From an optimization exercise on the open Yosys and OpenROAD flow, aimed at small area, a short achievable clock period and few clock cycles per item; shortcuts taken in it are not production practice. In this exercise RTL edits were held to simulation tests only and were not proved equivalent to the original. Power and IR drop assume default switching activity.

==> design.v <==
package iir_pkg;
  typedef enum logic [2:0] {
    COEF_B0 = 3'd0,
    COEF_B1 = 3'd1,
    COEF_B2 = 3'd2,
    COEF_A1 = 3'd3,
    COEF_A2 = 3'd4
  } coef_e;
  typedef enum logic [1:0] {
    ST_IDLE,
    ST_MAC,
    ST_OUT
  } state_e;
  function automatic integer ch_w(input integer n);
    ch_w = (n > 1) ? $clog2(n) : 1;
  endfunction
  function automatic integer op_w(input integer win, input integer wout);
    op_w = (win > wout) ? win : wout;
  endfunction
  function automatic integer prod_w(input integer win, input integer wout,
                                input integer wc);
    prod_w = op_w(win, wout) + wc;
  endfunction
  function automatic integer acc_w(input integer win, input integer wout,
                               input integer wc, input integer g);
    acc_w = prod_w(win, wout, wc) + g;
  endfunction
endpackage
module iir_mac #(
  parameter int OPW   = 17,
  parameter int WCOEF = 17,
  parameter int GUARD = 4,
  parameter int FRAC  = 16,
  parameter int WOUT  = 17
) (
  input  logic                    clk,
  input  logic                    reset,
  input  logic                    clr_i,
  input  logic                    en_i,
  input  logic                    sub_i,
  input  logic signed [OPW-1:0]   op_i,
  input  logic signed [WCOEF-1:0] coef_i,
  output logic signed [WOUT-1:0]  q_o,
  output logic                    ovf_o
);
  localparam int PW = OPW + WCOEF;
  localparam int AW = PW + GUARD;
  localparam int SW = AW - FRAC;
  logic signed [PW-1:0] prod;
  logic signed [AW-1:0] prod_x;
  logic signed [AW-1:0] acc_q, acc_d;
  logic [SW-1:0]        sh;
  logic                 fits;
  assign prod   = op_i * coef_i;
  assign prod_x = {{GUARD{prod[PW-1]}}, prod};
  always_comb begin
    acc_d = acc_q;
    if (clr_i) acc_d = '0;
    else if (en_i && sub_i) acc_d = acc_q - prod_x;
    else if (en_i) acc_d = acc_q + prod_x;
  end
  always_ff @(posedge clk) begin
    if (reset) acc_q <= '0;
    else       acc_q <= acc_d;
  end
  assign sh    = acc_q[AW-1:FRAC];
  assign fits  = (&sh[SW-1:WOUT-1]) | ~(|sh[SW-1:WOUT-1]);
  assign ovf_o = ~fits;
  assign q_o = sh[WOUT-1:0];
endmodule
module iir_biquad_tdm #(
  parameter int WORD_LEN_IN    = 17,
  parameter int WORD_FRAC_IN   = 16,
  parameter int WORD_LEN_OUT   = 17,
  parameter int WORD_FRAC_OUT  = 16,
  parameter int WORD_LEN_COEF  = 17,
  parameter int WORD_FRAC_COEF = 16,
  parameter int ACC_GUARD      = 4,
  parameter int NUM_CH         = 4,
  localparam int CH_W          = (NUM_CH > 1) ? $clog2(NUM_CH) : 1
) (
  input  logic                             clk,
  input  logic                             reset,
  input  logic                             in_valid,
  output logic                             in_ready,
  input  logic [CH_W-1:0]                  in_ch,
  input  logic signed [WORD_LEN_IN-1:0]    x,
  input  logic                             coef_we,
  input  logic [2:0]                       coef_sel,
  input  logic signed [WORD_LEN_COEF-1:0]  coef_data,
  output logic                             out_valid,
  output logic [CH_W-1:0]                  out_ch,
  output logic signed [WORD_LEN_OUT-1:0]   y,
  output logic                             ovf
);
  localparam int OPW  = iir_pkg::op_w(WORD_LEN_IN, WORD_LEN_OUT);
  localparam logic [CH_W:0] NCH = (CH_W+1)'(NUM_CH);
  if (WORD_FRAC_OUT != WORD_FRAC_IN) begin : g_frac_chk
    $error("WORD_FRAC_OUT must equal WORD_FRAC_IN");
  end
  if (NUM_CH < 1) begin : g_nch_chk
    $error("NUM_CH must be at least 1");
  end
  iir_pkg::state_e state_q, state_d;
  iir_pkg::coef_e  tap_q, tap_d;
  logic [CH_W-1:0]                 ch_q, idx, out_ch_q;
  logic signed [WORD_LEN_IN-1:0]   x_q;
  logic signed [WORD_LEN_COEF-1:0] coef_q [5];
  logic signed [WORD_LEN_IN-1:0]   x1_q [NUM_CH];
  logic signed [WORD_LEN_IN-1:0]   x2_q [NUM_CH];
  logic signed [WORD_LEN_OUT-1:0]  y1_q [NUM_CH];
  logic signed [WORD_LEN_OUT-1:0]  y2_q [NUM_CH];
  logic signed [WORD_LEN_OUT-1:0]  y_q, mac_q;
  logic signed [OPW-1:0]           op;
  logic signed [WORD_LEN_COEF-1:0] cf;
  logic accept, ch_ok, sub;
  logic out_valid_q, ovf_q, mac_ovf;
  assign in_ready = (state_q == iir_pkg::ST_IDLE);
  assign accept   = in_ready && in_valid;
  assign ch_ok    = ({1'b0, ch_q} < NCH);
  assign idx      = ch_ok ? ch_q : '0;
  always_comb begin
    state_d = state_q;
    tap_d   = tap_q;
    unique case (state_q)
      iir_pkg::ST_IDLE: if (in_valid) begin
        state_d = iir_pkg::ST_MAC;
        tap_d   = iir_pkg::COEF_B0;
      end
      iir_pkg::ST_MAC: begin
        tap_d = iir_pkg::coef_e'(tap_q + 3'd1);
        if (tap_q == iir_pkg::COEF_A2) begin
          state_d = iir_pkg::ST_OUT;
          tap_d   = iir_pkg::COEF_B0;
        end
      end
      iir_pkg::ST_OUT:  state_d = iir_pkg::ST_IDLE;
      default: state_d = iir_pkg::ST_IDLE;
    endcase
  end
  always_comb begin
    op  = '0;
    cf  = '0;
    sub = 1'b0;
    unique case (tap_q)
      iir_pkg::COEF_B0: begin op = x_q; cf = coef_q[0]; end
      iir_pkg::COEF_B1: begin
        op = ch_ok ? x1_q[idx] : '0;
        cf = coef_q[1];
      end
      iir_pkg::COEF_B2: begin
        op = ch_ok ? x2_q[idx] : '0;
        cf = coef_q[2];
      end
      iir_pkg::COEF_A1: begin
        op  = ch_ok ? y1_q[idx] : '0;
        cf  = coef_q[3];
        sub = 1'b1;
      end
      iir_pkg::COEF_A2: begin
        op  = ch_ok ? y2_q[idx] : '0;
        cf  = coef_q[4];
        sub = 1'b1;
      end
      default: ;
    endcase
  end
  iir_mac #(
    .OPW   (OPW),
    .WCOEF (WORD_LEN_COEF),
    .GUARD (ACC_GUARD),
    .FRAC  (WORD_FRAC_COEF),
    .WOUT  (WORD_LEN_OUT)
  ) u_mac (
    .clk    (clk),
    .reset  (reset),
    .clr_i  (accept),
    .en_i   (state_q == iir_pkg::ST_MAC),
    .sub_i  (sub),
    .op_i   (op),
    .coef_i (cf),
    .q_o    (mac_q),
    .ovf_o  (mac_ovf)
  );
  always_ff @(posedge clk) begin
    if (reset) begin
      state_q     <= iir_pkg::ST_IDLE;
      tap_q       <= iir_pkg::COEF_B0;
      ch_q        <= '0;
      x_q         <= '0;
      out_valid_q <= 1'b0;
      out_ch_q    <= '0;
      y_q         <= '0;
      ovf_q       <= 1'b0;
      for (int i = 0; i < 5; i++) coef_q[i] <= '0;
      for (int c = 0; c < NUM_CH; c++) begin
        x1_q[c] <= '0;
        x2_q[c] <= '0;
        y1_q[c] <= '0;
        y2_q[c] <= '0;
      end
    end else begin
      state_q     <= state_d;
      tap_q       <= tap_d;
      out_valid_q <= 1'b0;
      if (accept) begin
        ch_q <= in_ch;
        x_q  <= x;
      end
      if (in_ready && coef_we && coef_sel <= 3'd4)
        coef_q[coef_sel] <= coef_data;
      if (state_q == iir_pkg::ST_OUT && ch_ok) begin
        x2_q[idx]   <= x1_q[idx];
        x1_q[idx]   <= x_q;
        y2_q[idx]   <= y1_q[idx];
        y1_q[idx]   <= mac_q;
        y_q         <= mac_q;
        ovf_q       <= mac_ovf;
        out_ch_q    <= ch_q;
        out_valid_q <= 1'b1;
      end
    end
  end
  assign out_valid = out_valid_q;
  assign out_ch    = out_ch_q;
  assign y         = y_q;
  assign ovf       = ovf_q;
endmodule
==> run.sh <==
#!/bin/bash
# synth_recipe.tcl (not shown) runs the flow's synth.tcl, then flattens the netlist and writes it again
# the make line also repeats each setting of config.mk as NAME=value (left out here)
make -C /OpenROAD-flow-scripts/flow DESIGN_CONFIG=/design/flow/config.mk WORK_HOME=/design/flow/orfs CLKGATE_MAP_FILE= SYNTH_SCRIPT=/design/flow/synth_recipe.tcl finish
==> config.mk <==
export PLATFORM = sky130hd
export DESIGN_NAME = iir_biquad_tdm
export DESIGN_NICKNAME = iir_biquad_tdm
export VERILOG_FILES = /design/flow/design.v
export SDC_FILE = /design/flow/constraint.sdc
export NUM_CORES = 4
export LEC_CHECK = 0
export CAP_MARGIN = 20
export CORE_MARGIN = 2
export CORE_UTILIZATION = 40
export SLEW_MARGIN = 20
==> constraint.sdc <==
create_clock -name core_clock -period 13.0 [get_ports {clk}]
set_input_delay 2.6000 -clock core_clock [delete_from_list [all_inputs] [get_ports {clk}]]
set_output_delay 2.6000 -clock core_clock [all_outputs]
set_load 0.01 [all_outputs]
==> out/metrics.yaml, run 1 <==
power.sequential.fraction_pct: 23.5
detail_route.wl_per_cell_um: 22.6
critPathSlowestCell: "fa_1"
critical_path_peak_fanout: 19
hold_ws_ns: 0.446
post_synthesis_sequential_area_ratio_pct: 38.3
sequential_cell_area_um2: 12400
leakage_nw: 15.3
drc_violation_count_after_routing: 0
status: "no timing/DRC/antenna violations"
cp.arrival_ns: 12.75
global_route.usage.met2_pct: 36.5
fin_crit_ns: 12.22
ys.warnings.count: 2
initial_utilization_pct: 40.2
r2r_start: "tap_q[0]"
first_global_vias: 23800
grt_max_degree: 95
critPathMostFrequentCell: "fa_1"
place_ws_ns: 0.532
holdCritPathClass: "flip-flop to flip-flop"
setup.worst_path.start: "tap_q[0]"
num_io_pins: 65
comb_power_share_pct: 56.8
met3_usage_pct: 3.17
grt_first_pass_wirelength_mm: 144
cts_max_path_buffers: 3
final_max_slew_viol_count: 0
hold_path.startpoint: "out_ch_q[0]"
numClockSinks: 440
timing.critical_path.from_type: "flip-flop"
clk_root_buffer_cell: "clkbuf_16"
timing.clock.skew_ns: 0.0362
power_density_nw_per_um2: 200
initialDrtViolationCount: 1891
worst_ep_required_time_ns: 13.53
num_rows: 104
final_cell_mix: "357 x edfxtp_1, 317 x inv_1, 302 x and2_1"
power.switching_fraction_pct: 44.8
final_antenna_net_count: 0
grtUsageTotal_pct: 22.7
clock.fmax_mhz: 81.8
postSynthAreaPerCell_um2: 10.9
postRouteWirelength_mm: 92.2
max-slew-margin-rel_pct: 22.1
die_area_um2: 83100
period_share_pct: 94.0
clock_network_fraction_of_total_power_pct: 19.7
mostFrequentLayoutCell: "edfxtp_1"
cts-buffers-inserted: 48
top_usage_layer: "met2"
syn-cell-area_um2: 32300
unrepaired_setup_endpoints_after_global_routing: "false"
yosys.cell_types.count: 84
fp.dieW_um: 288
insertion_delay_ns: 0.60
setup_ws_ns: 0.779
initial_antenna_violation_count: 0
hold_viol_final: 0
async_reset_ff_share_pct: 0
cts.htree.levels: 2
total_switching_power_w: 0.00321
yosys_most_used_dff: "edfxtp_1"
port_buffers: 64
crit_path_end_kind: "flip-flop"
core_region_area_um2: 80300
vias_per_cell: 5.50
final-setup-viol-count: 0
dp_hpwl_mm: 65.0
clkTransAtPathRegs_ns: 0.07
chipHeight_um: 288
footprint_of_the_multi_input_gates_um2: 18300
gp_routability_congestion: 0.945
syn-instance-count: 2975
largest_stage_delay_on_the_critical_path_ns: 0.59
area_growth_from_synthesis_to_layout_pct: 11.0
drv.max_cap_violation_count: 0
yosysTopAreaCellShare_pct: 33.2
vdd_drop_max_mv: 0.211
tightest_slew_ns: 1.16
criticalPathCategory: "flip-flop to flip-flop"
post_route_cells_drive_above_1_share_pct: 8.85
groute.layer.met1.usage_pct: 32.4
number_of_storage_elements_in_the_synthesis_netlist: 440
cts_tree: "yes"
synth_nets: 3444
internal_power_w: 0.00395
synth.area.top_cells: "edfxtp_1 33%, fa_1 18%, and2_1 5.9%, dfxtp_1 5.1%, ha_1 5.0%"
nNetsFinal: 3457
grt-ovfl-total: 0
setup_tns_ns: 0
num_vias: 22500
cts.hold.buffers_added: 0
num-fill-cells: 7429
number_of_detailed_routing_iterations_run_before_antenna_repair: 6
synth-edff-count: 357
synth_area_leader_cell: "edfxtp_1"
-- worst paths after layout --
check                    end  slack, ns  depth (start not counted)
max reg2reg  u_mac.acc_q[37]       0.78                         39
max          u_mac.acc_q[37]       0.78                         39
min reg2reg      out_ch_q[0]       0.45                          2
min              out_ch_q[0]       0.45                          2
-- per-stage QoR --
stage               area [µm²]  power [W]  util, %  instances
CTS                      35800    0.00716     44.6       4086
floorplan                32300    0.00456        -       2975
global route             35900    0.00769     44.7       4087
detailed placement       34200    0.00570     42.6       3997
global placement         34200    0.00569     42.6       3997
finish                   35900    0.00716     44.7       4088
-- worst max-delay path: cells and delay by family, from the launching register on --
kind / cells / cell delay [ns]
AOI/OAI and AO/OA: 10 / 2.85
xor gates and xnor gates: 1 / 0.25
adders and majority gates: 9 / 3.96
buffers and inverters: 7 / 1.19
DFF: 1 / 0.35
and+or+nand+nor: 12 / 3.48
-- power groups by stage --
stage | sequential (W) | clock, W | combinational (W)
final | 0.00168 | 0.00141 | 0.00407
after global routing | 0.00169 | 0.00149 | 0.00450
after CTS | 0.00169 | 0.00144 | 0.00404
after detailed placement | 0.00172 | 0 | 0.00398
after global placement | 0.00171 | 0 | 0.00397
after floorplan | 0.00166 | 0 | 0.00289
-- registers in the layout, summed over array words and instances (netlist names) --
register     flops
ch_q             2
coef_q          85
out_ch_q         2
out_valid_q      1
ovf_q            1
state_q          2
tap_q            3
u_mac.acc_q     38
x1_q            68
x2_q            68
x_q             17
y1_q            68
y2_q            68
y_q             17
-- cell type report --
type | instances | area share (%)
Tap cell | 1060 | 3.70
Inverter | 318 | 3.33
Clock inverter | 27 | 0.872
Multi-Input combinational cell | 2064 | 51.0
Timing Repair Buffer | 116 | 2.93
Clock buffer | 62 | 3.66
Antenna cell | 1 | 0.00698
Sequential cell | 440 | 34.5
-- kinds of logic after synthesis --
logic type      count (synthesis)  synth area share (%)
buf+inv                       471                  5.56
xor+xnor                       91                  2.47
mux                            74                  4.90
flops                         440                  38.3
fa+ha+maj                     426                  23.4
compound gates                383                  8.10
simple gates                 1090                  17.2
-- what timing repair did --
action,in CTS,in global routing
endpoints found under the setup margin,0,1
gates resized for setup,0,11
buffers inserted,0,1
-- per-layer routing --
metal	vias to the layer above	share of wire, %
li1	10100	-
met1	11400	45
met2	779	46
met3	144	6.5
met4	0	2.7
met5	-	0
-- synthesized netlist by cell type, drive strengths merged (18+ instances only) --
library cell,count
a211oi,22
a21o,39
a21oi,114
a22oi,38
and2,303
and3,78
buf,19
clkbuf,134
dfxtp,83
edfxtp,357
fa,298
ha,128
inv,318
mux4,67
nand2,277
nand2b,27
nand3,41
nand4,18
nor2,241
nor3,19
o21ai,51
or2,19
xnor2,60
xor2,31
Testbench counts, summed over its fixed seeds: cycles 28,688, items 4,096.
==> run 2, diff against run 1 <==
==> design.v (replaced) <==
package iir_pkg;
  localparam int W   = 17;    
  localparam int AW  = 36;    
  localparam int FRAC = 16;
endpackage
module iir_mac;
endmodule
module iir_biquad_tdm (
  input  logic               clk,
  input  logic               reset,
  input  logic               in_valid,
  output logic               in_ready,
  input  logic [1:0]         in_ch,
  input  logic signed [16:0] x,
  input  logic               coef_we,
  input  logic [2:0]         coef_sel,
  input  logic signed [16:0] coef_data,
  output logic               out_valid,
  output logic [1:0]         out_ch,
  output logic signed [16:0] y,
  output logic               ovf
);
  logic signed [16:0] b0, b1, b2, a1, a2;
  logic               pa_v, pa_sel;
  logic signed [16:0] pa_d;
  logic signed [16:0] hx1 [4], hx2 [4], hy1 [4], hy2 [4];
  logic               rdy_q, v0, v1, v2;
  logic [1:0]         c0, c1, c2;
  logic signed [16:0] x0;
  logic signed [35:0] s1, s2, s1_d, s2_d;
  logic               issue, cw;
  assign in_ready = rdy_q;
  assign issue    = v0 & rdy_q;
  assign cw       = rdy_q & coef_we;
  assign s1_d = b0 * x0 + b1 * hx1[c0] + b2 * hx2[c0];
  assign s2_d = s1 - a1 * hy1[c1] - a2 * hy2[c1];
  always_ff @(posedge clk) begin
    pa_d <= coef_data;
    c1 <= c0; s1 <= s1_d;
    c2 <= c1; s2 <= s2_d;
    out_ch <= c2;
    y      <= s2[32:16];
    ovf    <= ~((&s2[35:32]) | ~(|s2[35:32]));
    if (reset) begin
      rdy_q <= 1'b1;
      v0 <= 1'b0; v1 <= 1'b0; v2 <= 1'b0; out_valid <= 1'b0;
      pa_v <= 1'b0;
      b0 <= '0; b1 <= '0; b2 <= '0; a1 <= '0; a2 <= '0;
      for (int c = 0; c < 4; c++) begin
        hx1[c] <= '0; hx2[c] <= '0; hy1[c] <= '0; hy2[c] <= '0;
      end
    end else begin
      rdy_q <= ~(rdy_q & in_valid & issue & (in_ch == c0));
      if (rdy_q) begin
        v0 <= in_valid;
        c0 <= in_ch;
        x0 <= x;
      end
      if (cw && coef_sel == 3'd0) b0 <= coef_data;
      if (cw && coef_sel == 3'd1) b1 <= coef_data;
      if (cw && coef_sel == 3'd2) b2 <= coef_data;
      pa_v   <= cw & (coef_sel == 3'd3 | coef_sel == 3'd4);
      pa_sel <= coef_sel[2];
      if (pa_v & ~pa_sel) a1 <= pa_d;
      if (pa_v &  pa_sel) a2 <= pa_d;
      v1 <= issue;
      if (issue) begin
        hx1[c0] <= x0;
        hx2[c0] <= hx1[c0];
      end
      v2 <= v1;
      out_valid <= v2;
      if (v2) begin
        hy1[c2] <= s2[32:16];
        hy2[c2] <= hy1[c2];
      end
    end
  end
endmodule
==> run 2 against run 1 <==
Global-route usage is 0.68 points lower. Via count is 110% higher. Critical path depth is 10 lower. Clock skew is 0.0056 ns lower. Wire length is 120% higher. Power is 73% higher. Clock power is 21% higher. Flip-flop and latch count is 42 higher. Final cell count is 130% higher. Critical path type unchanged.
==> out/metrics.yaml, run 2 <==
clkTransAtPathRegs_ns: 0.06  # about the same
detail_route.wl_per_cell_um: 21.2  # -6.0%
clock.fmax_mhz: 100  # +23%
initial_utilization_pct: 40.2  # -0.051 points
final_cell_mix: "1744 x fa_1, 1648 x inv_1, 997 x and2_1"
period_share_pct: 76.7  # -17 points
area_growth_from_synthesis_to_layout_pct: 7.05
synth-edff-count: 292  # -18%
syn-instance-count: 7019  # +140%
grt_first_pass_wirelength_mm: 319  # +120%
setup_ws_ns: 3.03  # +2.25 ns
chipHeight_um: 435  # +51%
syn-cell-area_um2: 74400  # +130%
critPathSlowestCell: "dfxtp_2"
synth_nets: 9202  # +170%
topRoutingLayerUsed: "met5"
postRouteWirelength_mm: 200  # +120%
num_io_pins: 65  # unchanged
synth.most_common_cell: "fa_1"
cts.hold.buffers_added: 0  # unchanged
die_area_um2: 189000  # +130%
cts_repair_resize_count: 0  # unchanged
vias_per_cell: 5.00  # -9.1%
ys.warnings.count: 1  # -1
fp.dieW_um: 435  # +51%
async_reset_ff_share_pct: 0  # unchanged
max-slew-margin-rel_pct: 20.8  # -1.3 points
mostFrequentLayoutCell: "fa_1"
final_cell_utilization_of_the_core_pct: 43.0  # -1.7 points
cts_tree: "yes"
num_vias: 47300  # +110%
number_of_detailed_routing_iterations_run_before_antenna_repair: 5  # -1
power_density_nw_per_um2: 156  # -22%
hold_path.startpoint: "s2[17]"
cp.arrival_ns: 10.59  # -2.16 ns
timing.critical_path.from_type: "flip-flop"
synth_area_leader_cell: "fa_1"
port_buffers: 64  # unchanged
grt_max_degree: 71  # -25%
post_synthesis_sequential_area_ratio_pct: 16.9  # -21 points
final_max_slew_viol_count: 0  # unchanged
place_ws_ns: 3.09  # +2.56 ns
setup_tns_ns: 0  # unchanged
yosys.cell_types.count: 63  # -25%
final-setup-viol-count: 0  # unchanged
fin_crit_ns: 9.97  # -2.25 ns
insertion_delay_ns: 0.69  # +0.09 ns
largest_stage_delay_on_the_critical_path_ns: 0.87  # +0.28 ns
leakage_nw: 37.6  # +150%
grtUsageTotal_pct: 22.1  # -0.68 points
cts_max_path_buffers: 3  # unchanged
cts.htree.levels: 2  # unchanged
criticalPathCategory: "flip-flop to flip-flop"
route.met3.wl_mm: 12.0  # +100%
vdd_drop_max_mv: 0.410  # +95%
crit_path_end_kind: "flip-flop"
core_region_area_um2: 185000  # +130%
post_route_cells_drive_above_1_share_pct: 4.26  # -4.6 points
m1WireLength_mm: 79.6  # +93%
grt-ovfl-total: 0  # unchanged
met2_wire_length_mm: 98.7  # +130%
number_of_storage_elements_in_the_synthesis_netlist: 482  # +9.5%
status: "no timing/DRC/antenna violations"
critPathMostFrequentCell: "fa_1"
critical_path_peak_fanout: 28  # +9
cts_setup_buffers: 0  # unchanged
cts-buffers-inserted: 56  # +17%
unrepaired_setup_endpoints_after_global_routing: "false"
holdCritPathClass: "flip-flop to flip-flop"
dp_hpwl_mm: 164  # +150%
numClockSinks: 482  # +9.5%
fin_total_pwr_w: 0.0124  # +73%
nNetsFinal: 9106  # +160%
hold_viol_final: 0  # unchanged
timing.clock.skew_ns: 0.0306  # -0.00557 ns
yosys_most_used_dff: "edfxtp_1"
yosysTopAreaCellShare_pct: 47.0  # +14 points
postSynthAreaPerCell_um2: 10.6  # -2.4%
drv.max_cap_violation_count: 0  # unchanged
clk_root_buffer_cell: "clkbuf_16"
worst_ep_required_time_ns: 13.62  # +0.09 ns
initialDrtViolationCount: 2981  # +58%
first_global_vias: 53300  # +120%
synth.area.top_cells: "fa_1 47%, edfxtp_1 12%, and2_1 8.4%, inv_1 8.3%, ha_1 6.7%"
tightest_slew_ns: 1.19  # +0.0311 ns
final_antenna_net_count: 0  # unchanged
initial_antenna_violation_count: 4  # +4
drc_violation_count_after_routing: 0  # unchanged
gp_routability_congestion: 0.932  # -1.3%
ys_top_cells_by_count: "1744 x fa_1, 1648 x inv_1, 997 x and2_1"
num_rows: 158  # +52%
-- run 2: changes by cell type after synthesis, moves of 40 or more --
cell	before	now
clkbuf_1	134	263
inv_1	318	1648
nor2_1	241	106
dfxtp_1	83	190
ha_1	128	396
nand2_1	276	801
fa_1	298	1744
and2_1	303	997
edfxtp_1	357	292
and3_1	77	37
-- run 2: worst paths after layout --
check                           slack (ns)  endpoint  cells after the start
worst max-delay path                  3.03    s1[35]                     29
worst min-delay path                  0.39      y[1]                      0
worst max register to register        3.03    s1[35]                     29
worst min register to register        0.39      y[1]                      0
-- run 2: critical path: cells and delay by family (launching register included) --
kind / cells / cell delay (ns)
mux: 1 / 0.50
simple gates: 5 / 1.11
compound gates: 5 / 1.09
buf+inv: 8 / 1.08
flops: 1 / 0.87
fa+ha+maj: 10 / 5.20
-- run 2: kinds of logic after synthesis --
| group | after synthesis | synth area share, % |
|---|---|---|
| adder cells (fa/ha/maj) | 2140 | 53.6 |
| AND/OR/NAND/NOR | 2046 | 14.2 |
| buffers and inverters | 1937 | 9.79 |
| flip-flops | 482 | 16.9 |
| AO/OA/AOI/OAI | 234 | 1.88 |
| multiplexers | 92 | 2.61 |
| XOR/XNOR | 88 | 1.04 |
-- run 2: final cells by class --
| class | count | area (µm²) |
|---|---|---|
| Fill cell | 17700 | 105000 |
| Inverter | 1648 | 6190 |
| Antenna cell | 1 | 2.50 |
| Multi-Input combinational cell | 4600 | 54600 |
| Clock inverter | 24 | 320 |
| Tap cell | 2480 | 3100 |
| Timing Repair Buffer | 135 | 1170 |
| Clock buffer | 80 | 1670 |
| Sequential cell | 482 | 12600 |
-- run 2: per-layer routing --
metal | track usage (%) | up-vias
met5 | 0 | -
met4 | 9.28 | 2
met3 | 3.21 | 348
met2 | 37.1 | 1439
met1 | 28.5 | 25100
li1 | - | 20400
-- run 2: through the flow --
stage	cell area (µm²)	hold WS (ns)	cells
after floorplan	74400	0.326	7019
after global placement	77600	0.381	9345
after detailed placement	77600	0.380	9345
after CTS	79600	0.398	9449
after global routing	79600	0.410	9449
final	79600	0.395	9450
-- run 2: where the power goes --
group	total, W	switching (W)	leakage [nW]	internal [W]
sequential	0.00207	0.000164	4.58	0.00191
clock	0.00171	0.000721	0.972	0.000986
combinational	0.00860	0.00516	32.0	0.00344
Testbench counts of run 2, summed over its fixed seeds: cycles 4,160, items 4,096.

-- static timing again, ports no longer ideal --
The flow's constraints put no driver on any port. The routed layouts listed below were extracted and timed again, unchanged, in two steps.
Step 1: set_driving_cell puts a clkbuf_16 on clk and a buf_2 on each other input, an assumption about the parent block.
Step 2 times the ports against the registers' clock, not the clock port: input delays grow and output delays shrink by t, the midpoint of the rising clock arrivals with the driver on.
Three values: no drivers, after step 1, after step 2; two values: the first two.
| run | shift t [ns] | setup slack, ns | worst setup path at the end | worst data-port slew with drivers (ns) |
|---|---|---|---|---|
| run 1 | 0.637 | 0.779 / 0.779 / 0.779 | register to register | 0.04 |
| run 2 | 0.762 | 3.027 / 3.027 / 3.027 | register to register | 0.14 |
After both steps setup and hold are still met in every run listed.
